This is an optimization exercise on Yosys and OpenROAD, whose aim is small area, a short achievable clock period and few clock cycles per item, not a production implementation. The RTL was checked by simulation tests, not by an equivalence proof against the original design. Power figures rest on the tool's default switching activity, not on a simulated workload.

==> design.v <==
module ism_ram #(
  parameter int SIDE = 32,
  parameter int IW   = $clog2(SIDE),
  parameter int BW   = IW - 2
) (
  input  logic            clk,
  input  logic [SIDE-1:0] wr_row,     
  input  logic [SIDE-1:0] wr_col,     
  input  logic            wr_bit,     
  input  logic [BW-1:0]   rd_rq,      
  input  logic [BW-1:0]   rd_r0,      
  input  logic [BW-1:0]   rd_r3,      
  input  logic [BW-1:0]   rd_cq,      
  input  logic [BW-1:0]   rd_c0,
  input  logic [BW-1:0]   rd_c3,
  output logic [15:0]     rd_bank     
);
  logic [SIDE-1:0] mem [SIDE];
  always_ff @(posedge clk) begin
    for (int i = 0; i < SIDE; i++) begin
      for (int j = 0; j < SIDE; j++) begin
        if (wr_row[i] && wr_col[j]) mem[i][j] <= wr_bit;
      end
    end
  end
  logic [BW-1:0]   lrow [4];
  logic [BW-1:0]   lcol [4];
  logic [SIDE-1:0] rmask [4];         
  logic [SIDE-1:0] cmask [4];         
  always_comb begin
    lrow[0] = rd_r0;
    lrow[1] = rd_rq;
    lrow[2] = rd_rq;
    lrow[3] = rd_r3;
    lcol[0] = rd_c0;
    lcol[1] = rd_cq;
    lcol[2] = rd_cq;
    lcol[3] = rd_c3;
    for (int a = 0; a < 4; a++) begin
      for (int i = 0; i < SIDE; i++) begin
        rmask[a][i] = (i % 4 == a) && (lrow[a] == BW'(i / 4));
        cmask[a][i] = (i % 4 == a) && (lcol[a] == BW'(i / 4));
      end
    end
  end
  logic [SIDE-1:0] colbits [4];       
  always_comb begin
    for (int b = 0; b < 4; b++) begin
      for (int i = 0; i < SIDE; i++) begin
        colbits[b][i] = |(mem[i] & cmask[b]);
      end
    end
    for (int a = 0; a < 4; a++) begin
      for (int b = 0; b < 4; b++) begin
        rd_bank[4*a + b] = |(colbits[b] & rmask[a]);
      end
    end
  end
endmodule
module ism_site_eval (
  input  logic       s,            
  input  logic       nb_up,
  input  logic       nb_dn,
  input  logic       nb_lf,
  input  logic       nb_rt,
  input  logic [1:0] op,           
  input  logic       spin_value,
  input  logic       lt_four,      
  input  logic       lt_eight,     
  output logic       accepted,
  output logic       flip,
  output logic       new_spin,
  output logic [3:0] bond
);
  logic [3:0] x;      
  logic       any, two;
  logic       acc;
  always_comb begin
    x   = {nb_up, nb_dn, nb_lf, nb_rt} ^ {4{s}};
    any = |x;
    two = (x[0] & x[1]) | (x[0] & x[2]) | (x[0] & x[3]) |
          (x[1] & x[2]) | (x[1] & x[3]) | (x[2] & x[3]);
    acc = two || (any && lt_four) || (!any && lt_eight);
    case (op)
      2'd0:    flip = (s != spin_value);
      2'd1:    flip = acc;
      default: flip = 1'b0;
    endcase
    accepted = (op == 2'd1) && acc;
    new_spin = s ^ flip;
    bond     = {1'b0, 3'(x[0]) + 3'(x[1]) + 3'(x[2]) + 3'(x[3])} * 4'd2 - 4'd4;
  end
endmodule
module ising_metropolis_spin_update #(
  parameter int SIDE      = 32,
  parameter int PROB_BITS = 16
) (
  input  logic        clk,
  input  logic        rst_n,
  input  logic        in_tvalid,
  output logic        in_tready,
  input  logic [31:0] in_tdata,    
  input  logic [1:0]  in_tuser,    
  output logic        out_tvalid,
  input  logic        out_tready,
  output logic [39:0] out_tdata,   
  input  logic        cfg_we,
  input  logic        cfg_index,
  input  logic [15:0] cfg_wdata
);
  localparam int IW       = $clog2(SIDE);
  localparam int BW       = IW - 2;        
  localparam int ENERGY_W = 15;
  localparam int MAG_W    = 14;
  localparam int E_RST    = -2 * SIDE * SIDE;
  localparam int M_RST    = SIDE * SIDE;
  localparam int QD       = 5;             
  localparam int CAP      = QD + 1;        
  logic       clr_r;                       
  logic       in_rdy_r;
  logic [2:0] outst_r, outst_nxt;          
  logic       in_hs, out_hs;
  assign in_hs  = in_tvalid && in_rdy_r;
  assign out_hs = out_tvalid && out_tready;
  always_comb begin
    outst_nxt = outst_r;
    case ({in_hs, out_hs})
      2'b10:   outst_nxt = outst_r + 3'd1;
      2'b01:   outst_nxt = outst_r - 3'd1;
      default: outst_nxt = outst_r;
    endcase
  end
  always_ff @(posedge clk) begin
    if (!rst_n) begin
      clr_r    <= 1'b1;
      in_rdy_r <= 1'b0;
      outst_r  <= '0;
    end else begin
      clr_r    <= 1'b0;
      in_rdy_r <= (outst_nxt < 3'(CAP));
      outst_r  <= outst_nxt;
    end
  end
  assign in_tready = in_rdy_r;
  logic [15:0] prob_four_r, prob_eight_r;
  always_ff @(posedge clk) begin
    if (!rst_n) begin
      prob_four_r  <= '0;
      prob_eight_r <= '0;
    end else if (cfg_we) begin
      if (cfg_index) prob_eight_r <= cfg_wdata;
      else           prob_four_r  <= cfg_wdata;
    end
  end
  logic          v1;
  logic [IW-1:0] r1, c1;
  logic [1:0]    op1;
  logic          spin1;
  logic          lt4_1, lt8_1;             
  logic [BW-1:0] r0_1, r3_1, c0_1, c3_1;   
  logic [IW-1:0] r_in, c_in;
  logic [BW-1:0] rq_in, cq_in;
  logic [1:0]    rr_in, cr_in;
  assign r_in  = in_tdata[IW-1:0];
  assign c_in  = in_tdata[6 +: IW];
  assign rq_in = r_in[IW-1:2];
  assign rr_in = r_in[1:0];
  assign cq_in = c_in[IW-1:2];
  assign cr_in = c_in[1:0];
  always_ff @(posedge clk) begin
    v1    <= rst_n && in_hs;
    r1    <= r_in;
    c1    <= c_in;
    r0_1  <= rq_in + BW'(rr_in == 2'd3);
    r3_1  <= rq_in - BW'(rr_in == 2'd0);
    c0_1  <= cq_in + BW'(cr_in == 2'd3);
    c3_1  <= cq_in - BW'(cr_in == 2'd0);
    spin1 <= in_tdata[12];
    lt4_1 <= in_tdata[28:13] < prob_four_r;
    lt8_1 <= in_tdata[28:13] < prob_eight_r;
    op1   <= in_tuser;
  end
  logic [SIDE-1:0] wr_row, wr_col;
  logic            wr_bit;
  logic [15:0]     rd_bank;
  ism_ram #(.SIDE(SIDE)) u_lat (
    .clk     (clk),
    .wr_row  (wr_row),
    .wr_col  (wr_col),
    .wr_bit  (wr_bit),
    .rd_rq   (r1[IW-1:2]),
    .rd_r0   (r0_1),
    .rd_r3   (r3_1),
    .rd_cq   (c1[IW-1:2]),
    .rd_c0   (c0_1),
    .rd_c3   (c3_1),
    .rd_bank (rd_bank)
  );
  logic [IW-1:0] rb, cb, r2, c2, r3, c3;
  function automatic logic [4:0] hits(input logic [IW-1:0] r, input logic [IW-1:0] c,
                                      input logic [IW-1:0] ra, input logic [IW-1:0] ca);
    hits = {(r == ra) && (c == ca),
            (r == ra) && (c - IW'(1) == ca),
            (r == ra) && (c + IW'(1) == ca),
            (r - IW'(1) == ra) && (c == ca),
            (r + IW'(1) == ra) && (c == ca)};
  endfunction
  logic          vb;
  logic [1:0]    opb;
  logic          spinb;
  logic          lt4_b, lt8_b;
  logic [15:0]   bank_b;
  logic [4:0]    hit1_b, hit2_b, hit3_b;   
  always_ff @(posedge clk) begin
    vb     <= rst_n && v1;
    rb     <= r1;
    cb     <= c1;
    opb    <= op1;
    spinb  <= spin1;
    lt4_b  <= lt4_1;
    lt8_b  <= lt8_1;
    bank_b <= rd_bank;
    hit1_b <= hits(r1, c1, rb, cb);
    hit2_b <= hits(r1, c1, r2, c2);
    hit3_b <= hits(r1, c1, r3, c3);
  end
  logic [1:0] rr_b, rm_b, rp_b, cr_b, cm_b, cp_b;
  logic [3:0] at_c, at_cm, at_cp;          
  logic [4:0] pick;                        
  assign rr_b = rb[1:0];
  assign cr_b = cb[1:0];
  assign rm_b = rr_b - 2'd1;
  assign rp_b = rr_b + 2'd1;
  assign cm_b = cr_b - 2'd1;
  assign cp_b = cr_b + 2'd1;
  always_comb begin
    for (int a = 0; a < 4; a++) begin
      at_c[a]  = bank_b[4*a + cr_b];
      at_cm[a] = bank_b[4*a + cm_b];
      at_cp[a] = bank_b[4*a + cp_b];
    end
    pick = {at_c[rr_b], at_cm[rr_b], at_cp[rr_b], at_c[rm_b], at_c[rp_b]};
  end
  logic          ev_acc, ev_flip, ev_ns;
  logic [3:0]    ev_bond;
  logic          wr_go;
  logic          w3, ns3, w4, ns4;
  logic [4:0]    fwd;
  assign wr_go = v2 && ev_flip;
  always_comb begin
    for (int k = 0; k < 5; k++) begin
      fwd[k] = (wr_go && hit1_b[k]) ? ev_ns :
               (w3    && hit2_b[k]) ? ns3   :
               (w4    && hit3_b[k]) ? ns4   : pick[k];
    end
  end
  logic          v2;
  logic [1:0]    op2;
  logic          spin2;
  logic          lt4_2, lt8_2;
  logic          s2, up2, dn2, lf2, rt2;
  always_ff @(posedge clk) begin
    v2    <= rst_n && vb;
    r2    <= rb;
    c2    <= cb;
    op2   <= opb;
    spin2 <= spinb;
    lt4_2 <= lt4_b;
    lt8_2 <= lt8_b;
    {s2, lf2, rt2, up2, dn2} <= fwd;
  end
  ism_site_eval u_eval (
    .s          (s2),
    .nb_up      (up2),
    .nb_dn      (dn2),
    .nb_lf      (lf2),
    .nb_rt      (rt2),
    .op         (op2),
    .spin_value (spin2),
    .lt_four    (lt4_2),
    .lt_eight   (lt8_2),
    .accepted   (ev_acc),
    .flip       (ev_flip),
    .new_spin   (ev_ns),
    .bond       (ev_bond)
  );
  always_ff @(posedge clk) begin
    w3  <= rst_n && wr_go;
    r3  <= r2;
    c3  <= c2;
    ns3 <= ev_ns;
    w4  <= rst_n && w3;
    ns4 <= ns3;
  end
  always_comb begin
    wr_bit = clr_r || ns3;
    for (int j = 0; j < SIDE; j++) begin
      wr_row[j] = clr_r || (w3 && (r3 == IW'(j)));
      wr_col[j] = clr_r || (c3 == IW'(j));
    end
  end
  localparam int EW = 8;
  logic [EW-1:0]     q_mem [QD];
  logic [2:0]        q_wp, q_rp;
  logic [2:0]        q_cnt;
  logic              q_push, q_pop;
  logic [EW-1:0]     q_head;
  logic [4:0]        ev_de;
  assign ev_de  = 5'd0 - {ev_bond, 1'b0};    
  assign q_push = v2;
  assign q_head = q_mem[q_rp];
  always_ff @(posedge clk) begin
    if (q_push) q_mem[q_wp] <= {ev_flip, ev_ns, ev_de, ev_acc};
  end
  always_ff @(posedge clk) begin
    if (!rst_n) begin
      q_wp  <= '0;
      q_rp  <= '0;
      q_cnt <= '0;
    end else begin
      if (q_push) q_wp <= (q_wp == 3'(QD - 1)) ? 3'd0 : q_wp + 3'd1;
      if (q_pop)  q_rp <= (q_rp == 3'(QD - 1)) ? 3'd0 : q_rp + 3'd1;
      q_cnt <= q_cnt + 3'(q_push) - 3'(q_pop);
    end
  end
  logic                out_valid_r;
  logic [ENERGY_W-1:0] energy_r, energy_nxt;
  logic [MAG_W-1:0]    magnet_r, magnet_nxt;
  logic [10:0]         item_r;
  logic                h_flip, h_ns, h_acc;
  logic [4:0]          h_de;
  logic [3:0]          h_bond;
  assign {h_flip, h_ns, h_de, h_acc} = q_head;
  assign h_bond = 4'd0 - h_de[4:1];          
  assign q_pop  = (q_cnt != 3'd0) && (!out_valid_r || out_tready);
  always_comb begin
    energy_nxt = energy_r;
    magnet_nxt = magnet_r;
    if (h_flip) begin
      energy_nxt = energy_r + {{(ENERGY_W - 5){h_de[4]}}, h_de};
      magnet_nxt = h_ns ? magnet_r + MAG_W'(2) : magnet_r - MAG_W'(2);
    end
  end
  always_ff @(posedge clk) begin
    if (!rst_n) begin
      out_valid_r <= 1'b0;
      energy_r    <= E_RST[ENERGY_W-1:0];
      magnet_r    <= M_RST[MAG_W-1:0];
    end else begin
      if (q_pop) begin
        out_valid_r <= 1'b1;
        energy_r    <= energy_nxt;
        magnet_r    <= magnet_nxt;
      end else if (out_tready) begin
        out_valid_r <= 1'b0;
      end
    end
  end
  always_ff @(posedge clk) begin
    if (q_pop) item_r <= {h_ns, h_de, h_bond, h_acc};
  end
  assign out_tvalid = out_valid_r;
  assign out_tdata  = {magnet_r, energy_r, item_r};
endmodule
==> flow/run.sh <==
#!/bin/bash
set -euo pipefail
bash standard.sh SETUP_SLACK_MARGIN=6 finish > standard_make.log 2>&1
==> standard.sh <==
#!/bin/bash
# synth_recipe.tcl (not shown) runs the flow's synth.tcl, then flattens the netlist and writes it again
# the make line also repeats each setting of config.mk as NAME=value (left out here)
make -C /OpenROAD-flow-scripts/flow DESIGN_CONFIG=/design/flow/config.mk WORK_HOME=/design/flow/orfs CLKGATE_MAP_FILE= SYNTH_SCRIPT=/design/flow/synth_recipe.tcl "${@:-finish}"
==> config.mk <==
export PLATFORM = sky130hd
export DESIGN_NAME = ising_metropolis_spin_update
export DESIGN_NICKNAME = ising_metropolis_spin_update
export VERILOG_FILES = /design/flow/design.v
export SDC_FILE = /design/flow/constraint.sdc
export NUM_CORES = 4
export LEC_CHECK = 0
export ABC_CLOCK_PERIOD_IN_PS = 2500
export CAP_MARGIN = 20
export CORE_MARGIN = 2
export CORE_UTILIZATION = 55
export CTS_CLUSTER_DIAMETER = 90
export CTS_CLUSTER_SIZE = 25
export SETUP_SLACK_MARGIN = 5
export SLEW_MARGIN = 20
==> constraint.sdc <==
create_clock -name core_clock -period 9.0 [get_ports {clk}]
set_input_delay 1.8000 -clock core_clock [delete_from_list [all_inputs] [get_ports {clk}]]
set_output_delay 1.8000 -clock core_clock [all_outputs]
set_load 0.01 [all_outputs]
==> results of run 1 <==
layout by cell type, fill, tap and decap left out, types with 16 or more instances in the layout:
cell / instances
mux2i_1: 92
o22ai_1: 31
buf_6: 30
xnor2_1: 38
nand3_1: 30
a22o_1: 18
edfxtp_1: 1061
clkbuf_1: 40
inv_1: 70
clkbuf_16: 60
o21ai_0: 64
a21o_1: 19
dfxtp_2: 35
ha_1: 59
and2_1: 21
nor2b_1: 21
mux2_2: 103
nand2_1: 200
a221o_1: 16
nor3_1: 33
xor2_1: 48
nand2b_1: 16
a21oi_1: 111
buf_2: 17
a21oi_4: 55
clkdlybuf4s50_1: 48
mux4_2: 110
a211oi_1: 16
a221oi_1: 116
dfxtp_1: 141
a22oi_1: 71
nor2_1: 1153
buf_4: 162
flip-flops by register name, summed over array words and instances (netlist names), 7 cells and up, named ones only:
signal / flops
u_lat.mem: 1024
q_mem: 30
bank_b: 16
prob_eight_r: 16
prob_four_r: 16
energy_r: 13
magnet_r: 13
item_r: 7
logic make-up (layout without fill, tap and decap cells):
logic type      after synthesis  after routing  share of synthesized area, %
mux                         317            317                          8.66
other cells                   1             12                       0.00679
buf+inv                     472            472                          3.61
compound gates              657            657                          8.36
fa+ha+maj                    81             81                          1.92
xor+xnor                     88             88                          1.41
flops                      1247           1247                          64.4
simple gates               1574           1575                          11.6
stage by stage:
step           utilization [%]  power (W)  std cells
3_5_place_dp              58.0     0.0108       5559
4_1_cts                   60.4     0.0140       5717
3_3_place_gp              58.0     0.0107       5558
2_1_floorplan                -    0.00982       4442
5_1_grt                   61.0     0.0148       5741
6_report                  61.0     0.0142       5747
area by class of cell:
cell class	instances	area, µm²
Timing Repair Buffer	286	2720
Sequential cell	1247	35700
Clock inverter	9	108
Clock buffer	99	1630
Inverter	78	298
Multi-Input combinational cell	2724	18900
Fill cell	8013	38900
Antenna cell	6	15.0
Tap cell	1298	1620
report_power, final:
part           switching (W)  internal [W]  leakage (nW)
Sequential          0.000300       0.00740          11.0
Clock                0.00186       0.00126         0.826
Combinational        0.00200       0.00140          8.81
Total                0.00416        0.0101          20.7
repair_timing:
action / 4_1_cts / 5_1_grt
resized for setup: 255 / 55
pin swaps: 6 / 29
buffers inserted: 49 / 19
setup endpoints to repair: 859 / 251
cloned: 1 / 1
per-layer routing:
| layer | GRT usage (%) | up-vias |
|---|---|---|
| met1 | 43.3 | 18500 |
| met2 | 47.5 | 1348 |
| met4 | 9.71 | 0 |
| li1 | - | 16000 |
| met3 | 3.01 | 189 |
| met5 | 0 | - |
path summary, 6_finish.rpt:
| check | from | end | slack (ps) | cells after the start |
|---|---|---|---|---|
| min | spinb$_DFF_P_ | spin2$_DFF_P_ | 330 | 0 |
| min reg2reg | spinb$_DFF_P_ | spin2$_DFF_P_ | 330 | 0 |
| max | item_r[0]$_DFFE_PP_ | out_tdata[0] | 5880 | 1 |
| max reg2reg | register | magnet_r[11]$_SDFFE_PN0P_ | 5890 | 15 |
==> results by group, run 1 <==
Run status
  – Status: finished clean

Drt
  – Routed WL: 155000 µm
  – DRC violations left: 0
  – Met2 routed WL: 72100 µm
  – Drt first pass iters: 6
  – Top Layer Used: met4
  – Vias: 36000
  – Met3 WL: 11500 µm
  – Per-cell routed wire length: 27.0 µm
  – Met1 Routed Length: 66500 µm
  – Final antenna-violating net count: 0
  – Vias per cell: 6.27
  – Starting DRT DRC Count: 4557

CTS
  – CTS Hold Bufs: 0
  – Worst-Skew Late Latency: 730 ps
  – Depth of the CTS H-tree: 2
  – CTS root buffer: clkbuf_16
  – Number of CTS-inserted buffers: 58
  – Clock Pin Slew Worst Setup and Hold Paths: 100 ps
  – TritonCTS clock tree: done
  – Clock buffer depth: 3
  – Clock Sinks: 1247

Placed design
  – Routability cong.: 0.843
  – Placed Area: 57900 µm²
  – Post-place setup slack: 4560 ps
  – DP HPWL: 88500 µm
  – PortBufs: 86

Floorplanning
  – Die height: 321 µm
  – DIE WIDTH: 321 µm
  – Die Area: 103000 µm²
  – Starting Density: 55.3%
  – Core area: 99900 µm²
  – IO Count: 98
  – Row count: 116

Global route
  – Initial antenna violation count: 5
  – Total gr overflow: 0
  – GRT Resource Usage Total: 29.8%
  – First-pass GRT wire length: 225000 µm
  – Number of global-route vias before repair: 33800
  – Largest net degree at the start of global routing: 293

Pwr
  – Lkg Pwr: 20.7 nW
  – Pwr/cell area: 233 nW/µm²
  – Peak supply drop: 161 µV

Cells and area
  – Share of cells above drive strength 1: 16.0%
  – Post-layout instance area: 61000 µm²
  – Layout area overhead: 10.4%
  – Nets@finish: 4532

STA
  – Setup TNS: 0 ps
  – Clk_skew: 44.4 ps
  – Final hold violation count: 0
  – Worst-margin pin slew: 1110 ps
  – Minimum clock period: 3120 ps
  – Final worst path period share: 34.7%
  – Slew margin rel.: 26.0%
  – Fmax: 320 MHz
  – Setup violations, final: 0
  – Setup ws final: 5880 ps
  – Max Slew Vio Count: 0
  – Fin Hold WS: 335 ps
  – RSZ-0062 raised after global routing: yes

Synth
  – Synth cell count leaders: nor2_1 (1154), edfxtp_1 (1061), clkbuf_1 (294)
  – Top FF cell, synth: edfxtp_1
  – Most frequent cell after synthesis: nor2_1
  – Sequential share of the synthesized area: 64.4%
  – Yosys warns: 9
  – Synth top area cells: edfxtp_1 (58%), nor2_1 (7.8%), dfxtp_1 (6.7%)
  – Mapped Area: 55200 µm²
  – EDFF count, synth: 1061
  – Synth Instances: 4437
  – Mean Syn Cell Area: 12.4 µm²
  – Top-area cell type share of the netlist area: 57.7%
  – Yosys top cell by area: edfxtp_1
  – Register bit total from synthesis: 1247
  – Asr flop ratio synth: 0%
  – Number of library cell types mapped by synthesis: 85

Setup path
  – Crit path max-delay family: flip-flops
  – Worst-path fanout max: 1
  – Cell Chain, Critical Path: buf_2
  – Critical Path Max Stage Delay: 450 ps
  – Startpoint Class: register
  – Crit Path Class: register to primary output
  – CP Capture Type: primary output
  – Data required, critical path: 7200 ps
  – Worst Path Buf+Inv: 1
  – Crit path DAT: 1320 ps
  – Slowest-stage cell, CP: edfxtp_1

Job
  – Max Cap Viol: 0

Hold path
  – Hold Crit Class: register to register
Testbench counts, summed over its fixed seeds: cycles 12,040, items 12,000.
==> run 2, diff against run 1 <==
--- a/design.v
+++ b/design.v
@@ -70,7 +70,7 @@
   output logic       accepted,
   output logic       flip,
   output logic       new_spin,
-  output logic [3:0] bond
+  output logic [2:0] unlike        
 );
   logic [3:0] x;      
   logic       any, two;
@@ -88,7 +88,7 @@
     endcase
     accepted = (op == 2'd1) && acc;
     new_spin = s ^ flip;
-    bond     = {1'b0, 3'(x[0]) + 3'(x[1]) + 3'(x[2]) + 3'(x[3])} * 4'd2 - 4'd4;
+    unlike   = 3'(x[0]) + 3'(x[1]) + 3'(x[2]) + 3'(x[3]);
   end
 endmodule
 module ising_metropolis_spin_update #(
@@ -242,7 +242,7 @@
     pick = {at_c[rr_b], at_cm[rr_b], at_cp[rr_b], at_c[rm_b], at_c[rp_b]};
   end
   logic          ev_acc, ev_flip, ev_ns;
-  logic [3:0]    ev_bond;
+  logic [2:0]    ev_d;
   logic          wr_go;
   logic          w3, ns3, w4, ns4;
   logic [4:0]    fwd;
@@ -282,7 +282,7 @@
     .accepted   (ev_acc),
     .flip       (ev_flip),
     .new_spin   (ev_ns),
-    .bond       (ev_bond)
+    .unlike     (ev_d)
   );
   always_ff @(posedge clk) begin
     w3  <= rst_n && wr_go;
@@ -299,18 +299,16 @@
       wr_col[j] = clr_r || (c3 == IW'(j));
     end
   end
-  localparam int EW = 8;
+  localparam int EW = 6;
   logic [EW-1:0]     q_mem [QD];
   logic [2:0]        q_wp, q_rp;
   logic [2:0]        q_cnt;
   logic              q_push, q_pop;
   logic [EW-1:0]     q_head;
-  logic [4:0]        ev_de;
-  assign ev_de  = 5'd0 - {ev_bond, 1'b0};    
   assign q_push = v2;
   assign q_head = q_mem[q_rp];
   always_ff @(posedge clk) begin
-    if (q_push) q_mem[q_wp] <= {ev_flip, ev_ns, ev_de, ev_acc};
+    if (q_push) q_mem[q_wp] <= {ev_flip, ev_ns, ev_d, ev_acc};
   end
   always_ff @(posedge clk) begin
     if (!rst_n) begin
@@ -328,10 +326,12 @@
   logic [MAG_W-1:0]    magnet_r, magnet_nxt;
   logic [10:0]         item_r;
   logic                h_flip, h_ns, h_acc;
+  logic [2:0]          h_d;
   logic [4:0]          h_de;
   logic [3:0]          h_bond;
-  assign {h_flip, h_ns, h_de, h_acc} = q_head;
-  assign h_bond = 4'd0 - h_de[4:1];          
+  assign {h_flip, h_ns, h_d, h_acc} = q_head;
+  assign h_bond = {h_d, 1'b0} - 4'd4;        
+  assign h_de   = 5'd8 - {h_d, 2'b00};       
   assign q_pop  = (q_cnt != 3'd0) && (!out_valid_r || out_tready);
   always_comb begin
     energy_nxt = energy_r;
--- a/config.mk
+++ b/config.mk
@@ -8,7 +8,7 @@
 export ABC_CLOCK_PERIOD_IN_PS = 2500
 export CAP_MARGIN = 20
 export CORE_MARGIN = 2
-export CORE_UTILIZATION = 55
+export CORE_UTILIZATION = 62
 export CTS_CLUSTER_DIAMETER = 90
 export CTS_CLUSTER_SIZE = 25
 export SETUP_SLACK_MARGIN = 5
==> run 2 against run 1 <==
Compared with the run above: global-route usage up 3.1 points; highest routed layer unchanged; total power rose by 0.71%; worst setup slack worse by 220 ps; largest power group unchanged; fmax down 6.6%.
==> results by group, run 2 <==
Placed design
  – Placed Area: 57700 µm²
  – DP HPWL: 87500 µm
  – Routability cong.: 0.851
  – Placed Cells: 5425
  – PortBufs: 86

Synth
  – Synth cell count leaders: nor2_1 (1131), edfxtp_1 (1061), clkbuf_1 (291)
  – Register bit total from synthesis: 1247
  – EDFF count, synth: 1061
  – Top FF cell, synth: edfxtp_1
  – Yosys warns: 9
  – Top-area cell type share of the netlist area: 57.6%
  – Synth top area cells: edfxtp_1 (58%), nor2_1 (7.7%), dfxtp_1 (6.7%)
  – Most frequent cell after synthesis: nor2_1
  – Mapped Area: 55300 µm²
  – Mean Syn Cell Area: 12.4 µm²
  – Sequential share of the synthesized area: 64.3%
  – Synth Instances: 4475
  – Yosys top cell by area: edfxtp_1
  – Asr flop ratio synth: 0%
  – Number of library cell types mapped by synthesis: 85

STA
  – Slew margin rel.: 19.9%
  – Final worst path period share: 37.2%
  – Setup violations, final: 0
  – RSZ-0062 raised after global routing: yes
  – Worst-margin pin slew: 1200 ps
  – Setup TNS: 0 ps
  – Minimum clock period: 3350 ps
  – Final hold violation count: 0
  – Clk_skew: 30.2 ps
  – Fmax: 299 MHz
  – Max Slew Vio Count: 0

Setup path
  – Crit path max-delay family: multiplexers
  – Worst-path fanout max: 6
  – Data required, critical path: 9570 ps
  – Critical Path Max Stage Delay: 500 ps
  – Startpoint Class: register
  – Cell Chain, Critical Path: mux4_2 > mux2_4 > ha_4 > xnor2_4 > buf_12 > buf_8 > ha_4 > or3_4 > o221ai_4 > a31oi_2 > mux2i_1 > mux2_2
  – Stages on the worst setup path: 12
  – Crit Path Class: register to register
  – CP Capture Type: register
  – Slowest-stage cell, CP: mux4_2
  – Crit path DAT: 3910 ps
  – Worst Path Buf+Inv: 2
  – Most used cell, CP: ha_4
  – Reg2Reg Depth: 12

Drt
  – Per-cell routed wire length: 27.3 µm
  – Routed WL: 154000 µm
  – Drt first pass iters: 8
  – DRC violations left: 0
  – Final antenna-violating net count: 0
  – Vias: 36700
  – Starting DRT DRC Count: 4443
  – Vias per cell: 6.52

Global route
  – Number of global-route vias before repair: 34100
  – Largest net degree at the start of global routing: 296
  – Initial antenna violation count: 0
  – First-pass GRT wire length: 221000 µm
  – Total gr overflow: 0
  – GRT Resource Usage Total: 32.9%

Cells and area
  – Max reg flops: 1024
  – Layout Cells excl Fill: 5622
  – Reg with most FFs: u_lat.mem
  – Post-layout instance area: 60900 µm²
  – Layout area overhead: 10.1%
  – Share of cells above drive strength 1: 16.2%
  – Most frequent cells in the layout: nor2_1 (1128), edfxtp_1 (1061), nand2_1 (204), buf_4 (148), dfxtp_1 (144)
  – Nets@finish: 4546
  – Commonest non-fill, non-tap cell in the layout: nor2_1
  – Biggest regs: u_lat.mem x1024, q_mem x30

CTS
  – CTS Hold Bufs: 0
  – CTS root buffer: clkbuf_16
  – Number of CTS-inserted buffers: 56
  – Depth of the CTS H-tree: 2
  – TritonCTS clock tree: done
  – Clock buffer depth: 3
  – Worst-Skew Late Latency: 700 ps
  – Clock Pin Slew Worst Setup and Hold Paths: 90 ps
  – Clock Sinks: 1247

Hold path
  – Worst hold path cell count: 0
  – HP Start: lt8_b$_DFF_P_
  – Hold Crit Class: register to register

Pwr
  – Total power: 0.0143 W
  – Lkg Pwr: 20.4 nW
  – Peak supply drop: 279 µV
  – Pwr/cell area: 235 nW/µm²

Floorplanning
  – Row count: 109
  – IO Count: 98
  – DIE WIDTH: 303 µm
  – Core area: 88400 µm²
  – Starting Density: 62.6%
  – Die Area: 91600 µm²
  – Die height: 303 µm

Job
  – Max Cap Viol: 0

Run status
  – Status: finished clean
## run 2: metal layers
| metal | GRT usage [%] | wire [µm] | up-vias |
|---|---|---|---|
| li1 | - | - | 16100 |
| met1 | 46.3 | 61000 | 18600 |
| met2 | 53.4 | 72400 | 1722 |
| met3 | 4.58 | 14300 | 242 |
| met4 | 11.0 | 5820 | 0 |
| met5 | 0 | 0 | - |
## run 2: logic make-up (layout without fill, tap and decap cells)
| family | Yosys count | count (layout) | share of synthesized area, % |
|---|---|---|---|
| compound gates | 707 | 707 | 8.95 |
| simple gates | 1563 | 1563 | 11.6 |
| buf+inv | 480 | 456 | 3.65 |
| mux | 307 | 307 | 8.18 |
| xor+xnor | 89 | 89 | 1.41 |
| other cells | 1 | 7 | 0.00678 |
| fa+ha+maj | 81 | 81 | 1.90 |
| flops | 1247 | 1247 | 64.3 |
## run 2: path summary, 6_finish.rpt
check	endpoint	slack, ps
max reg2reg	energy_r[14]$_SDFFE_PN1P_	5650
min	lt8_2$_DFF_P_	330
min reg2reg	lt8_2$_DFF_P_	330
max	energy_r[14]$_SDFFE_PN1P_	5650
## run 2: cell type report
| type | instances | area [µm²] |
|---|---|---|
| Sequential cell | 1247 | 35700 |
| Fill cell | 6414 | 27500 |
| Multi-Input combinational cell | 2753 | 19100 |
| Timing Repair Buffer | 276 | 2730 |
| Clock buffer | 98 | 1590 |
| Tap cell | 1165 | 1460 |
| Inverter | 75 | 289 |
| Clock inverter | 7 | 77.6 |
| Antenna cell | 1 | 2.50 |
## run 2: power by group
group | leakage, nW | internal (W) | switching, W
sequential | 10.9 | 0.00733 | 0.000300
clock | 0.797 | 0.00125 | 0.00178
combinational | 8.72 | 0.00154 | 0.00212
## run 2: timing repair
action                     in CTS  in global routing
pin swaps                      23                 35
resized for setup             264                 51
setup endpoints to repair     746                490
setup buffers                  62                 19
gates cloned                    0                  3
## run 2: per-stage QoR
stage               util [%]  hold slack (ps)  setup slack [ps]
CTS                     68.2              336              5650
finish                  68.9              334              5650
global route            68.9              340              5560
global placement        65.2              311              4570
floorplan                  -              310              3380
detailed placement      65.3              314              4560
## run 2: worst register-to-register path, cell delays in order (launching register included)
cell	delay [ps]
dfxtp_4	390
mux4_2	500
mux2_4	320
ha_4	190
xnor2_4	130
buf_12	160
buf_8	140
ha_4	170
or3_4	390
o221ai_4	220
a31oi_2	130
mux2i_1	180
mux2_2	340
Testbench counts of run 2, summed over its fixed seeds: cycles 12,040, items 12,000.
==> run 3, diff against run 2 <==
--- a/design.v
+++ b/design.v
@@ -301,23 +301,29 @@
   end
   localparam int EW = 6;
   logic [EW-1:0]     q_mem [QD];
-  logic [2:0]        q_wp, q_rp;
+  logic [2:0]        q_wp;
+  logic [QD-1:0]     q_rp;
   logic [2:0]        q_cnt;
   logic              q_push, q_pop;
   logic [EW-1:0]     q_head;
   assign q_push = v2;
-  assign q_head = q_mem[q_rp];
+  always_comb begin
+    q_head = '0;
+    for (int e = 0; e < QD; e++) begin
+      q_head = q_head | (q_mem[e] & {EW{q_rp[e]}});
+    end
+  end
   always_ff @(posedge clk) begin
     if (q_push) q_mem[q_wp] <= {ev_flip, ev_ns, ev_d, ev_acc};
   end
   always_ff @(posedge clk) begin
     if (!rst_n) begin
       q_wp  <= '0;
-      q_rp  <= '0;
+      q_rp  <= QD'(1);
       q_cnt <= '0;
     end else begin
       if (q_push) q_wp <= (q_wp == 3'(QD - 1)) ? 3'd0 : q_wp + 3'd1;
-      if (q_pop)  q_rp <= (q_rp == 3'(QD - 1)) ? 3'd0 : q_rp + 3'd1;
+      if (q_pop)  q_rp <= {q_rp[QD-2:0], q_rp[QD-1]};
       q_cnt <= q_cnt + 3'(q_push) - 3'(q_pop);
     end
   end
@@ -329,16 +335,32 @@
   logic [2:0]          h_d;
   logic [4:0]          h_de;
   logic [3:0]          h_bond;
+  logic [ENERGY_W-3:0] e_hi, e_p1, e_p2, e_m1, e_m2;
+  logic [MAG_W-2:0]    m_hi, m_p1, m_m1;
   assign {h_flip, h_ns, h_d, h_acc} = q_head;
   assign h_bond = {h_d, 1'b0} - 4'd4;        
   assign h_de   = 5'd8 - {h_d, 2'b00};       
   assign q_pop  = (q_cnt != 3'd0) && (!out_valid_r || out_tready);
+  assign e_hi = energy_r[ENERGY_W-1:2];
+  assign e_p1 = e_hi + 1'b1;
+  assign e_p2 = e_hi + 2'd2;
+  assign e_m1 = e_hi - 1'b1;
+  assign e_m2 = e_hi - 2'd2;
+  assign m_hi = magnet_r[MAG_W-1:1];
+  assign m_p1 = m_hi + 1'b1;
+  assign m_m1 = m_hi - 1'b1;
   always_comb begin
     energy_nxt = energy_r;
     magnet_nxt = magnet_r;
     if (h_flip) begin
-      energy_nxt = energy_r + {{(ENERGY_W - 5){h_de[4]}}, h_de};
-      magnet_nxt = h_ns ? magnet_r + MAG_W'(2) : magnet_r - MAG_W'(2);
+      case (h_d)
+        3'd0:    energy_nxt[ENERGY_W-1:2] = e_p2;
+        3'd1:    energy_nxt[ENERGY_W-1:2] = e_p1;
+        3'd3:    energy_nxt[ENERGY_W-1:2] = e_m1;
+        3'd4:    energy_nxt[ENERGY_W-1:2] = e_m2;
+        default: energy_nxt[ENERGY_W-1:2] = e_hi;
+      endcase
+      magnet_nxt[MAG_W-1:1] = h_ns ? m_p1 : m_m1;
     end
   end
   always_ff @(posedge clk) begin
@@ -346,19 +368,18 @@
       out_valid_r <= 1'b0;
       energy_r    <= E_RST[ENERGY_W-1:0];
       magnet_r    <= M_RST[MAG_W-1:0];
+      item_r      <= '0;
     end else begin
       if (q_pop) begin
         out_valid_r <= 1'b1;
         energy_r    <= energy_nxt;
         magnet_r    <= magnet_nxt;
+        item_r      <= {h_ns, h_de, h_bond, h_acc};
       end else if (out_tready) begin
         out_valid_r <= 1'b0;
       end
     end
   end
-  always_ff @(posedge clk) begin
-    if (q_pop) item_r <= {h_ns, h_de, h_bond, h_acc};
-  end
   assign out_tvalid = out_valid_r;
   assign out_tdata  = {magnet_r, energy_r, item_r};
 endmodule
--- a/config.mk
+++ b/config.mk
@@ -8,7 +8,7 @@
 export ABC_CLOCK_PERIOD_IN_PS = 2500
 export CAP_MARGIN = 20
 export CORE_MARGIN = 2
-export CORE_UTILIZATION = 62
+export CORE_UTILIZATION = 55
 export CTS_CLUSTER_DIAMETER = 90
 export CTS_CLUSTER_SIZE = 25
 export SETUP_SLACK_MARGIN = 5
==> run 3 against run 2 <==
Compared with the run above: combinational power shrank 16%; critical path type unchanged; first-iteration DRC count grew 5.3%; clock power is essentially flat; via count grew 3.7%; sequential power is essentially flat; critical endpoint is now bank_b[3]$_DFF_P_.
==> results by group, run 3 <==
Run status
  – Status: finished clean

STA
  – Max Slew Vio Count: 0
  – Clk_skew: 56.1 ps
  – Slew margin rel.: 18.8%
  – Setup ws final: 6000 ps
  – Setup violations, final: 0
  – Minimum clock period: 3000 ps
  – Final hold violation count: 0
  – RSZ-0062 raised after global routing: yes
  – Fmax: 333 MHz
  – Worst-margin pin slew: 1220 ps
  – Setup TNS: 0 ps
  – Final worst path period share: 33.4%

CTS
  – CTS root buffer: clkbuf_16
  – TritonCTS clock tree: done
  – Clock Sinks: 1246
  – CTS Hold Bufs: 0
  – Number of CTS-inserted buffers: 57
  – Clock buffer depth: 3
  – Depth of the CTS H-tree: 2
  – Clock Pin Slew Worst Setup and Hold Paths: 100 ps
  – Worst-Skew Late Latency: 730 ps

Cells and area
  – Post-layout instance area: 61000 µm²
  – Nets@finish: 4722
  – Share of cells above drive strength 1: 14.1%
  – Commonest non-fill, non-tap cell in the layout: nor2_1
  – Biggest regs: u_lat.mem x1024, q_mem x30
  – Most frequent cells in the layout: nor2_1 (1160), edfxtp_1 (1054), nand2_1 (235), a21oi_1 (180), buf_4 (144)
  – Max reg flops: 1024
  – Layout area overhead: 10.2%
  – Reg with most FFs: u_lat.mem

Setup path
  – Crit path max-delay family: compound AO/OA/AOI/OAI gates
  – Critical Path Max Stage Delay: 870 ps
  – Crit path DAT: 3590 ps
  – Cell Chain, Critical Path: buf_8 > and2_1 > a22oi_1 > o22ai_1 > a2111oi_0 > a31oi_1 > mux4_2
  – Crit Path Class: register to register
  – Startpoint Class: register
  – Slowest-stage cell, CP: a2111oi_0
  – Data required, critical path: 9580 ps
  – Worst Path Buf+Inv: 1
  – CP Capture Type: register
  – Worst-path fanout max: 51

Drt
  – Per-cell routed wire length: 27.3 µm
  – DRC violations left: 0
  – Routed WL: 162000 µm
  – Final antenna-violating net count: 0
  – Vias per cell: 6.40
  – Vias: 38000
  – Drt first pass iters: 6
  – Starting DRT DRC Count: 4678

Synth
  – Synth cell count leaders: nor2_1 (1168), edfxtp_1 (1054), clkbuf_1 (362)
  – Yosys warns: 9
  – Sequential share of the synthesized area: 64.1%
  – Number of library cell types mapped by synthesis: 87
  – Synth Instances: 4694
  – Mapped Area: 55400 µm²
  – EDFF count, synth: 1054
  – Register bit total from synthesis: 1246
  – Top FF cell, synth: edfxtp_1
  – Yosys top cell by area: edfxtp_1
  – Synth top area cells: edfxtp_1 (57%), nor2_1 (7.9%), dfxtp_1 (6.9%)
  – Most frequent cell after synthesis: nor2_1
  – Asr flop ratio synth: 0%
  – Top-area cell type share of the netlist area: 57.1%
  – Mean Syn Cell Area: 11.8 µm²

Floorplanning
  – Die Area: 103000 µm²
  – Starting Density: 55.4%
  – Row count: 116
  – Die height: 321 µm
  – DIE WIDTH: 321 µm
  – Core area: 100000 µm²
  – IO Count: 98

Pwr
  – Peak supply drop: 170 µV
  – Lkg Pwr: 20.7 nW
  – Pwr/cell area: 225 nW/µm²

Placed design
  – Placed Area: 58200 µm²
  – Post-place setup slack: 4750 ps
  – DP HPWL: 90800 µm
  – PortBufs: 86
  – Routability cong.: 0.818

Global route
  – Initial antenna violation count: 1
  – GRT Resource Usage Total: 31.1%
  – Number of global-route vias before repair: 36200
  – First-pass GRT wire length: 238000 µm
  – Total gr overflow: 0
  – Largest net degree at the start of global routing: 253

Job
  – Max Cap Viol: 0

Hold path
  – Hold Crit Class: register to register
run 3: power by group:
part	internal (W)	switching (W)
clock	0.00123	0.00183
sequential	0.00732	0.000290
combinational	0.00112	0.00194
total	0.00968	0.00406
run 3: per-stage QoR:
stage                     power (W)  hold WS (ps)  cells  util [%]
after floorplan             0.00960           310   4699         -
after global placement       0.0105           312   5770      58.1
after detailed placement     0.0105           312   5773      58.2
after CTS                    0.0137           334   5925      60.6
after global routing         0.0143           343   5943      61.0
final                        0.0137           334   5944      61.0
run 3: final timing paths:
| check | cells past startpoint | endpoint | from | slack, ps |
|---|---|---|---|---|
| max | 7 | bank_b[3]$_DFF_P_ | c3_1[1]$_DFF_P_ | 6000 |
| min reg2reg | 0 | op2[1]$_DFF_P_ | opb[1]$_DFF_P_ | 330 |
| min | 0 | op2[1]$_DFF_P_ | opb[1]$_DFF_P_ | 330 |
| max reg2reg | 7 | bank_b[3]$_DFF_P_ | c3_1[1]$_DFF_P_ | 6000 |
run 3: logic make-up (layout without fill, tap and decap cells):
| family | count (synthesis) | after routing | share of synthesized area (%) |
|---|---|---|---|
| flip-flops | 1246 | 1246 | 64.1 |
| AND/OR/NAND/NOR | 1683 | 1684 | 12.6 |
| AO/OA/AOI/OAI | 834 | 834 | 10.4 |
| adder cells (fa/ha/maj) | 68 | 68 | 1.59 |
| buffers and inverters | 501 | 446 | 3.52 |
| multiplexers | 279 | 279 | 6.49 |
| other | 1 | 7 | 0.00677 |
| XOR/XNOR | 82 | 82 | 1.30 |
run 3: final cells by class:
class / instances / area (µm²)
inverter: 73 / 287
fill: 8195 / 39000
antenna: 1 / 2.50
sequential: 1246 / 35600
timing repair buffer: 268 / 2720
multi-input combinational: 2953 / 19100
tap: 1298 / 1620
clock inverter: 8 / 78.8
clock buffer: 97 / 1590
run 3: repair_timing:
action | in CTS | in global routing
setup endpoints to repair | 488 | 474
setup buffers | 44 | 11
resized for setup | 282 | 29
pin swaps | 7 | 12
gates cloned | 3 | 0
run 3: routing by layer:
layer,vias up,global-route usage (%),part of all wire (%)
li1,16800,-,-
met1,19400,44.5,42
met2,1604,50.6,47
met3,198,4.29,8.7
met4,0,7.68,2.5
met5,-,0,0
Testbench counts of run 3, summed over its fixed seeds: cycles 12,040, items 12,000.
==> run 4, diff against run 3 <==
--- a/design.v
+++ b/design.v
@@ -1,18 +1,18 @@
 module ism_ram #(
   parameter int SIDE = 32,
   parameter int IW   = $clog2(SIDE),
-  parameter int BW   = IW - 2
+  parameter int NB   = SIDE / 4        
 ) (
   input  logic            clk,
   input  logic [SIDE-1:0] wr_row,     
   input  logic [SIDE-1:0] wr_col,     
   input  logic            wr_bit,     
-  input  logic [BW-1:0]   rd_rq,      
-  input  logic [BW-1:0]   rd_r0,      
-  input  logic [BW-1:0]   rd_r3,      
-  input  logic [BW-1:0]   rd_cq,      
-  input  logic [BW-1:0]   rd_c0,
-  input  logic [BW-1:0]   rd_c3,
+  input  logic [NB-1:0]   rd_rq,      
+  input  logic [NB-1:0]   rd_r0,      
+  input  logic [NB-1:0]   rd_r3,      
+  input  logic [NB-1:0]   rd_cq,      
+  input  logic [NB-1:0]   rd_c0,
+  input  logic [NB-1:0]   rd_c3,
   output logic [15:0]     rd_bank     
 );
   logic [SIDE-1:0] mem [SIDE];
@@ -23,10 +23,8 @@
       end
     end
   end
-  logic [BW-1:0]   lrow [4];
-  logic [BW-1:0]   lcol [4];
-  logic [SIDE-1:0] rmask [4];         
-  logic [SIDE-1:0] cmask [4];         
+  logic [NB-1:0]   lrow [4];
+  logic [NB-1:0]   lcol [4];
   always_comb begin
     lrow[0] = rd_r0;
     lrow[1] = rd_rq;
@@ -36,23 +34,23 @@
     lcol[1] = rd_cq;
     lcol[2] = rd_cq;
     lcol[3] = rd_c3;
-    for (int a = 0; a < 4; a++) begin
-      for (int i = 0; i < SIDE; i++) begin
-        rmask[a][i] = (i % 4 == a) && (lrow[a] == BW'(i / 4));
-        cmask[a][i] = (i % 4 == a) && (lcol[a] == BW'(i / 4));
-      end
-    end
   end
   logic [SIDE-1:0] colbits [4];       
   always_comb begin
     for (int b = 0; b < 4; b++) begin
       for (int i = 0; i < SIDE; i++) begin
-        colbits[b][i] = |(mem[i] & cmask[b]);
+        colbits[b][i] = 1'b0;
+        for (int y = 0; y < NB; y++) begin
+          colbits[b][i] = colbits[b][i] | (lcol[b][y] & mem[i][4*y + b]);
+        end
       end
     end
     for (int a = 0; a < 4; a++) begin
       for (int b = 0; b < 4; b++) begin
-        rd_bank[4*a + b] = |(colbits[b] & rmask[a]);
+        rd_bank[4*a + b] = 1'b0;
+        for (int x = 0; x < NB; x++) begin
+          rd_bank[4*a + b] = rd_bank[4*a + b] | (lrow[a][x] & colbits[b][4*x + a]);
+        end
       end
     end
   end
@@ -110,6 +108,7 @@
 );
   localparam int IW       = $clog2(SIDE);
   localparam int BW       = IW - 2;        
+  localparam int NB       = SIDE / 4;      
   localparam int ENERGY_W = 15;
   localparam int MAG_W    = 14;
   localparam int E_RST    = -2 * SIDE * SIDE;
@@ -157,7 +156,7 @@
   logic [1:0]    op1;
   logic          spin1;
   logic          lt4_1, lt8_1;             
-  logic [BW-1:0] r0_1, r3_1, c0_1, c3_1;   
+  logic [NB-1:0] rq_1, r0_1, r3_1, cq_1, c0_1, c3_1;
   logic [IW-1:0] r_in, c_in;
   logic [BW-1:0] rq_in, cq_in;
   logic [1:0]    rr_in, cr_in;
@@ -167,14 +166,20 @@
   assign rr_in = r_in[1:0];
   assign cq_in = c_in[IW-1:2];
   assign cr_in = c_in[1:0];
+  function automatic logic [NB-1:0] onehot(input logic [BW-1:0] k);
+    onehot = '0;
+    onehot[k] = 1'b1;
+  endfunction
   always_ff @(posedge clk) begin
     v1    <= rst_n && in_hs;
     r1    <= r_in;
     c1    <= c_in;
-    r0_1  <= rq_in + BW'(rr_in == 2'd3);
-    r3_1  <= rq_in - BW'(rr_in == 2'd0);
-    c0_1  <= cq_in + BW'(cr_in == 2'd3);
-    c3_1  <= cq_in - BW'(cr_in == 2'd0);
+    rq_1  <= onehot(rq_in);
+    r0_1  <= onehot(rq_in + BW'(rr_in == 2'd3));
+    r3_1  <= onehot(rq_in - BW'(rr_in == 2'd0));
+    cq_1  <= onehot(cq_in);
+    c0_1  <= onehot(cq_in + BW'(cr_in == 2'd3));
+    c3_1  <= onehot(cq_in - BW'(cr_in == 2'd0));
     spin1 <= in_tdata[12];
     lt4_1 <= in_tdata[28:13] < prob_four_r;
     lt8_1 <= in_tdata[28:13] < prob_eight_r;
@@ -188,10 +193,10 @@
     .wr_row  (wr_row),
     .wr_col  (wr_col),
     .wr_bit  (wr_bit),
-    .rd_rq   (r1[IW-1:2]),
+    .rd_rq   (rq_1),
     .rd_r0   (r0_1),
     .rd_r3   (r3_1),
-    .rd_cq   (c1[IW-1:2]),
+    .rd_cq   (cq_1),
     .rd_c0   (c0_1),
     .rd_c3   (c3_1),
     .rd_bank (rd_bank)
==> run 4 against run 3 <==
Compared with the run above: register-to-register slack better by 30 ps; largest power group unchanged; first-iteration DRC count is 1.9% lower; global-route usage is 0.97 points lower; worst setup slack better by 20 ps; flip-flop and latch count is 36 higher; cell count is 3.6% lower; clock-buffer cell count is 4 higher.
==> results by group, run 4 <==
Cells and area
  – Layout area overhead: 9.97%
  – Commonest non-fill, non-tap cell in the layout: nor2_1
  – Share of cells above drive strength 1: 10.8%
  – Reg with most FFs: u_lat.mem
  – Fillcell total: 7955
  – Core Util, Final: 61.1%
  – Biggest regs: u_lat.mem x1024, q_mem x30
  – Most frequent cells in the layout: nor2_1 (1093), edfxtp_1 (1054), a22oi_1 (581), dfxtp_1 (175), nand2_1 (159)
  – Max reg flops: 1024
  – Nets@finish: 4546

Global route
  – First-pass GRT wire length: 223000 µm
  – Total gr overflow: 0
  – Initial antenna violation count: 6
  – Number of global-route vias before repair: 34200
  – GRT Resource Usage Total: 30.2%
  – Largest net degree at the start of global routing: 246

CTS
  – CTS Hold Bufs: 0
  – TritonCTS clock tree: done
  – Clock buffer depth: 3
  – Worst-Skew Late Latency: 720 ps
  – Number of CTS-inserted buffers: 59
  – CTS root buffer: clkbuf_16
  – Depth of the CTS H-tree: 2
  – Clock Sinks: 1282
  – Clock Pin Slew Worst Setup and Hold Paths: 100 ps

Setup path
  – Slowest-stage cell, CP: dfxtp_4
  – Worst Path Buf+Inv: 1
  – CP Capture Type: primary output
  – Crit path DAT: 1180 ps
  – Data required, critical path: 7200 ps
  – Cell Chain, Critical Path: buf_6
  – Crit path max-delay family: flip-flops
  – Crit Path Class: register to primary output
  – Startpoint Class: register
  – Worst-path fanout max: 2
  – Critical Path Max Stage Delay: 370 ps

Synth
  – Synth top area cells: edfxtp_1 (59%), dfxtp_1 (8.5%), a22oi_1 (8.1%)
  – Asr flop ratio synth: 0%
  – Synth Instances: 4491
  – Yosys warns: 7
  – Mean Syn Cell Area: 12.0 µm²
  – Number of library cell types mapped by synthesis: 70
  – Top FF cell, synth: edfxtp_1
  – Register bit total from synthesis: 1282
  – Top-area cell type share of the netlist area: 58.8%
  – Mapped Area: 53800 µm²
  – Most frequent cell after synthesis: nor2_1
  – Yosys top cell by area: edfxtp_1
  – EDFF count, synth: 1054
  – Synth cell count leaders: nor2_1 (1096), edfxtp_1 (1054), a22oi_1 (581)
  – Sequential share of the synthesized area: 67.3%

STA
  – Setup TNS: 0 ps
  – Setup ws final: 6020 ps
  – Max Slew Vio Count: 0
  – Setup violations, final: 0
  – Slew margin rel.: 14.7%
  – Clk_skew: 31.0 ps
  – RSZ-0062 raised after global routing: yes
  – Fin Hold WS: 332 ps
  – Final hold violation count: 0
  – Final worst path period share: 33.2%
  – Worst-margin pin slew: 1280 ps
  – Minimum clock period: 2980 ps
  – Fmax: 335 MHz

Placed design
  – DP HPWL: 84600 µm
  – Post-place setup slack: 4370 ps
  – Routability cong.: 0.859
  – PortBufs: 86

Drt
  – Routed WL: 153000 µm
  – Per-cell routed wire length: 26.7 µm
  – Vias: 36600
  – Final antenna-violating net count: 0
  – DRC violations left: 0
  – Drt first pass iters: 6
  – Vias per cell: 6.39
  – Starting DRT DRC Count: 4589

Pwr
  – Int Pwr: 0.00978 W
  – Clock network fraction of total power: 22.9%
  – Peak supply drop: 169 µV
  – Pwr/cell area: 232 nW/µm²
  – Net Sw Frac: 28.9%
  – Flop pwr share: 57.0%
  – Switching pwr: 0.00398 W
  – Lkg Pwr: 19.3 nW
  – Comb power frac: 20.2%

Floorplanning
  – Die Area: 100000 µm²
  – Starting Density: 55.6%
  – Die height: 317 µm
  – Core area: 96900 µm²
  – DIE WIDTH: 317 µm
  – Row count: 114
  – IO Count: 98

Job
  – Max Cap Viol: 0

Hold path
  – Hold Crit Class: register to register

Run status
  – Status: finished clean
run 4: cell types whose count changed in the layout (fill, tap and decap cells not counted), moves of 87 or more:
cell / before / now
nand4_1: 19 / 156
a221oi_1: 92 / 5
mux2i_1: 123 / 18
mux2_2: 101 / 1
a22oi_1: 100 / 581
a21oi_1: 180 / 83
run 4: cell type report:
type                       count  area (µm²)  area share [%]
sequential                  1282       36300            61.4
multi-input combinational   2754       17000            28.7
timing repair buffer         235        2190            3.70
clock buffer                 101        1670            2.81
tap                         1276        1600            2.70
inverter                      68         287           0.484
clock inverter                11         108           0.182
antenna                        4        10.0          0.0169
run 4: per-stage QoR:
stage / cells / cell area, µm² / power [W]
6_report: 5731 / 59200 / 0.0138
5_1_grt: 5727 / 59200 / 0.0143
4_1_cts: 5711 / 58900 / 0.0137
3_5_place_dp: 5561 / 56600 / 0.0105
3_3_place_gp: 5556 / 56500 / 0.0104
2_1_floorplan: 4496 / 54200 / 0.00961
run 4: kinds of logic (layout without fill, tap and decap cells):
group           count (synthesis)  in the layout  share of synthesized area, %
flops                        1282           1282                          67.3
fa+ha+maj                      90             90                          2.15
other cells                     1             10                       0.00697
simple gates                 1657           1660                          13.3
xor+xnor                      101            101                          1.64
mux                            34             34                         0.983
compound gates                862            863                          11.3
buf+inv                       464            415                          3.34
run 4: metal layers:
metal,up-vias,part of all wire (%),wire length (µm),global-route usage (%)
met5,-,0,0,0
met4,0,3.1,4710,8.90
met3,198,8.2,12500,3.03
met2,1498,46,70900,48.5
met1,18700,42,64900,43.9
li1,16200,-,-,-
run 4: path summary, 6_finish.rpt:
check                           slack [ps]                startpoint  cells past startpoint                        end
worst max register to register        6030     q_mem[1][2]$_DFFE_PP_                     13  energy_r[13]$_SDFFE_PN1P_
worst min-delay path                   330             lt8_b$_DFF_P_                      0              lt8_2$_DFF_P_
worst max-delay path                  6020  energy_r[6]$_SDFFE_PN0P_                      1              out_tdata[17]
worst min register to register         330             lt8_b$_DFF_P_                      0              lt8_2$_DFF_P_
run 4: power groups by stage:
stage          clock network [W]  logic, W  registers, W
3_3_place_gp                   0   0.00248       0.00794
5_1_grt                  0.00337   0.00304       0.00789
4_1_cts                  0.00319   0.00268       0.00783
6_report                 0.00315   0.00277       0.00784
2_1_floorplan                  0   0.00170       0.00791
3_5_place_dp                   0   0.00251       0.00796
run 4: what timing repair did:
item / 4_1_cts / 5_1_grt
pin swaps: 5 / 13
buffers inserted: 34 / 13
gates cloned: 4 / 0
endpoints found under the setup margin: 898 / 125
resized for setup: 277 / 31
Testbench counts of run 4, summed over its fixed seeds: cycles 12,040, items 12,000.
==> run 5, diff against run 4 <==
--- a/design.v
+++ b/design.v
@@ -340,32 +340,19 @@
   logic [2:0]          h_d;
   logic [4:0]          h_de;
   logic [3:0]          h_bond;
-  logic [ENERGY_W-3:0] e_hi, e_p1, e_p2, e_m1, e_m2;
-  logic [MAG_W-2:0]    m_hi, m_p1, m_m1;
+  logic [2:0]          e_step;              
   assign {h_flip, h_ns, h_d, h_acc} = q_head;
   assign h_bond = {h_d, 1'b0} - 4'd4;        
   assign h_de   = 5'd8 - {h_d, 2'b00};       
   assign q_pop  = (q_cnt != 3'd0) && (!out_valid_r || out_tready);
-  assign e_hi = energy_r[ENERGY_W-1:2];
-  assign e_p1 = e_hi + 1'b1;
-  assign e_p2 = e_hi + 2'd2;
-  assign e_m1 = e_hi - 1'b1;
-  assign e_m2 = e_hi - 2'd2;
-  assign m_hi = magnet_r[MAG_W-1:1];
-  assign m_p1 = m_hi + 1'b1;
-  assign m_m1 = m_hi - 1'b1;
+  assign e_step = 3'd2 - h_d;
   always_comb begin
     energy_nxt = energy_r;
     magnet_nxt = magnet_r;
     if (h_flip) begin
-      case (h_d)
-        3'd0:    energy_nxt[ENERGY_W-1:2] = e_p2;
-        3'd1:    energy_nxt[ENERGY_W-1:2] = e_p1;
-        3'd3:    energy_nxt[ENERGY_W-1:2] = e_m1;
-        3'd4:    energy_nxt[ENERGY_W-1:2] = e_m2;
-        default: energy_nxt[ENERGY_W-1:2] = e_hi;
-      endcase
-      magnet_nxt[MAG_W-1:1] = h_ns ? m_p1 : m_m1;
+      energy_nxt[ENERGY_W-1:2] = energy_r[ENERGY_W-1:2] +
+                                 {{(ENERGY_W - 5){e_step[2]}}, e_step};
+      magnet_nxt[MAG_W-1:1]    = magnet_r[MAG_W-1:1] + {{(MAG_W - 2){!h_ns}}, 1'b1};
     end
   end
   always_ff @(posedge clk) begin
==> run 5 against run 4 <==
Compared with the run above: total power rose by 2.3%; critical path depth rose by 8; sequential power barely moved; still clean on timing, DRC and antenna; largest cell class unchanged; flip-flop and latch count did not move; register-to-register slack improved by 20 ps; first-iteration DRC count fell by 13%; core utilization fell by 0.28 points; global-route usage fell by 1.8 points.
==> results by group, run 5 <==
Cells and area
  – Share of cells above drive strength 1: 11.0%
  – Most frequent cells in the layout: nor2_1 (1096), edfxtp_1 (1054), a22oi_1 (582), dfxtp_1 (179), nand2_1 (163)
  – Reg with most FFs: u_lat.mem
  – Nets@finish: 4503
  – Multi-input logic area: 16600 µm²
  – Storage cell area: 36300 µm²
  – Max reg flops: 1024
  – Commonest non-fill, non-tap cell in the layout: nor2_1
  – # diodes: 0
  – Layout Cells excl Fill: 5676
  – Post-layout instance area: 58700 µm²
  – Layout area overhead: 9.82%
  – Biggest regs: u_lat.mem x1024, q_mem x30
  – Fillcell total: 7924

Floorplanning
  – IO Count: 98
  – Die Area: 99600 µm²
  – Row count: 114
  – Die height: 316 µm
  – DIE WIDTH: 316 µm
  – Starting Density: 55.4%
  – Core area: 96400 µm²

Drt
  – DRC violations left: 0
  – Vias per cell: 6.20
  – Vias: 35200
  – Per-cell routed wire length: 25.2 µm
  – Drt first pass iters: 6
  – Final antenna-violating net count: 0
  – Starting DRT DRC Count: 3999
  – Routed WL: 143000 µm

Synth
  – Top-area cell type share of the netlist area: 59.3%
  – Most frequent cell after synthesis: nor2_1
  – Mapped Area: 53400 µm²
  – Yosys warns: 7
  – Synth top area cells: edfxtp_1 (59%), dfxtp_1 (8.5%), a22oi_1 (8.2%)
  – Number of library cell types mapped by synthesis: 64
  – Top FF cell, synth: edfxtp_1
  – Register bit total from synthesis: 1282
  – Yosys top cell by area: edfxtp_1
  – Mean Syn Cell Area: 12.1 µm²
  – Synth Instances: 4429
  – Asr flop ratio synth: 0%
  – EDFF count, synth: 1054
  – Sequential share of the synthesized area: 67.8%
  – Synth cell count leaders: nor2_1 (1100), edfxtp_1 (1054), a22oi_1 (582)

Hold path
  – Worst hold path cell count: 0
  – Hold Crit Class: register to register
  – Hold endpoint: spin2$_DFF_P_
  – HP Start: spinb$_DFF_P_

Global route
  – Number of global-route vias before repair: 33300
  – Largest net degree at the start of global routing: 140
  – First-pass GRT wire length: 211000 µm
  – Total gr overflow: 0
  – Initial antenna violation count: 0
  – GRT Resource Usage Total: 28.4%

Pwr
  – Peak supply drop: 169 µV
  – Pwr/cell area: 240 nW/µm²
  – Lkg Pwr: 19.6 nW

STA
  – Setup TNS: 0 ps
  – Fmax: 334 MHz
  – Worst-margin pin slew: 1140 ps
  – Slew margin rel.: 23.7%
  – Final hold violation count: 0
  – Setup violations, final: 0
  – Final worst path period share: 33.3%
  – Clk_skew: 38.4 ps
  – Max Slew Vio Count: 0
  – Minimum clock period: 3000 ps
  – RSZ-0062 raised after global routing: yes

Setup path
  – Flop2flop setup slack: 6050 ps
  – Reg2Reg Depth: 12
  – Crit path DAT: 3620 ps
  – Reg2Reg Launch Point: q_rp[0]$_SDFFE_PN1P_
  – CP Capture Type: register
  – Worst-path fanout max: 5
  – Crit Path Class: input port to register
  – Startpoint Class: input port
  – Worst reg2reg endpoint: energy_r[14]$_SDFFE_PN1P_
  – Data required, critical path: 9620 ps

CTS
  – CTS Hold Bufs: 0
  – Clock Sinks: 1282
  – CTS root buffer: clkbuf_16
  – Depth of the CTS H-tree: 2
  – Clock buffer depth: 3
  – Worst-Skew Late Latency: 730 ps
  – Number of CTS-inserted buffers: 58
  – TritonCTS clock tree: done
  – Clock Pin Slew Worst Setup and Hold Paths: 90 ps

Placed design
  – Routability cong.: 0.823
  – PortBufs: 86
  – Placed Area: 56000 µm²
  – Placed Cells: 5509
  – DP HPWL: 78600 µm

Job
  – Max Cap Viol: 0

Run status
  – Status: finished clean
[run 5: critical path, stage by stage]
cell and delay, ps:
clkdlybuf4s50_1 470, buf_6 140, inv_1 90, ha_2 200
ha_4 300, inv_1 50, ha_1 280, nand2b_4 150
nor3_2 130
[run 5: per-stage QoR]
stage / worst slack (ps) / hold slack (ps) / util (%) / total power (W)
2_1_floorplan: 3380 / 310 / - / 0.00978
3_3_place_gp: 4920 / 313 / 58.0 / 0.0106
3_5_place_dp: 4860 / 315 / 58.1 / 0.0107
4_1_cts: 5860 / 337 / 60.4 / 0.0139
5_1_grt: 5850 / 345 / 60.8 / 0.0147
6_report: 6000 / 333 / 60.8 / 0.0141
[run 5: power by group]
group	total, W	internal, W	switching (W)
logic	0.00316	0.00122	0.00193
clock network	0.00312	0.00128	0.00184
registers	0.00781	0.00750	0.000314
total	0.0141	0.0100	0.00408
[run 5: final cells by class]
type	count	area share (%)
Clock inverter	6	0.141
Tap cell	1276	2.72
Timing Repair Buffer	240	3.68
Clock buffer	104	2.84
Sequential cell	1282	61.9
Inverter	67	0.456
Multi-Input combinational cell	2701	28.3
[run 5: timing repair]
item | in CTS | in global routing
pin swaps | 7 | 37
resized for setup | 240 | 59
cloned | 2 | 1
buffers inserted | 42 | 10
endpoints found under the setup margin | 347 | 315
[run 5: logic make-up (layout without fill, tap and decap cells)]
group	after synthesis	in the layout	share of synthesized area, %
muxes	34	34	0.974
DFF	1282	1282	67.8
other	1	6	0.00702
buffers and inverters	453	417	3.27
AOI/OAI and AO/OA	855	855	11.1
adders and majority gates	97	97	2.34
and+or+nand+nor	1603	1605	12.8
xor gates and xnor gates	104	104	1.72
[run 5: worst max-delay path by stage]
stage                    startpoint                   endpoint  slack (ps)  depth (start not counted)
6_report                in_tdata[8]            c3_1[0]$_DFF_P_        6000                          9
3_3_place_gp            in_tdata[2]            r3_1[2]$_DFF_P_        4920                          8
2_1_floorplan         clr_r$_DFF_P_  u_lat.mem[0][0]$_DFFE_PP_        3380                          3
4_1_cts        q_rp[1]$_SDFFE_PN0P_  energy_r[14]$_SDFFE_PN1P_        5860                         12
5_1_grt        q_rp[0]$_SDFFE_PN1P_  energy_r[14]$_SDFFE_PN1P_        5850                         13
3_5_place_dp            in_tdata[2]            r3_1[2]$_DFF_P_        4860                          8
[run 5: layer usage]
metal  share of wire, %  GRT usage [%]  wire (µm)
met1                 42           40.0      60100
met2                 48           46.9      69400
met3                7.3           4.11      10500
met4                2.3           6.70       3250
met5                  0              0          0
Testbench counts of run 5, summed over its fixed seeds: cycles 12,040, items 12,000.

[separate check: timing with driven ports]
The results above use ideal ports. As a check the final layouts listed here were re-extracted and re-timed, cells and wires unchanged. Step 1 (the two cells are an assumption about what drives the block):
set clk [get_ports {clk}]
set_driving_cell -lib_cell sky130_fd_sc_hd__clkbuf_16 $clk
set_driving_cell -lib_cell sky130_fd_sc_hd__buf_2 [delete_from_list [all_inputs] $clk]
Step 2 moves the port delays by t, midway between the first and last clock arrival at a register: inputs arrive t later, outputs are due t later. That takes back most of the time a late clock gives input paths. Three values: ideal ports, drivers, drivers and shift; two values: the first two.
| run | t, ns | setup slack, ns | hold WS [ns] | latest minus earliest clock arrival (ns) | slew at the worst register clock pin (ns) |
|---|---|---|---|---|---|
| run 1 | 0.780 | 5.877 / 5.802 / 5.306 | 0.335 / 0.335 / 0.335 | 0.047 / 0.047 | 0.11 / 0.11 |
| run 2 | 0.761 | 5.655 / 5.655 / 5.371 | 0.334 / 0.334 / 0.334 | 0.036 / 0.036 | 0.11 / 0.11 |
| run 3 | 0.778 | 5.996 / 5.921 / 5.376 | 0.334 / 0.334 / 0.334 | 0.059 / 0.059 | 0.11 / 0.11 |
| run 4 | 0.774 | 6.015 / 5.948 / 5.319 | 0.332 / 0.332 / 0.332 | 0.042 / 0.041 | 0.10 / 0.10 |
| run 5 | 0.772 | 6.003 / 5.938 / 5.239 | 0.333 / 0.333 / 0.333 | 0.047 / 0.047 | 0.11 / 0.11 |
After both steps setup and hold are still met in every run listed. For run 5, which loses most, drivers alone change the setup slack by -0.065 ns; drivers and shift together by -0.764 ns.
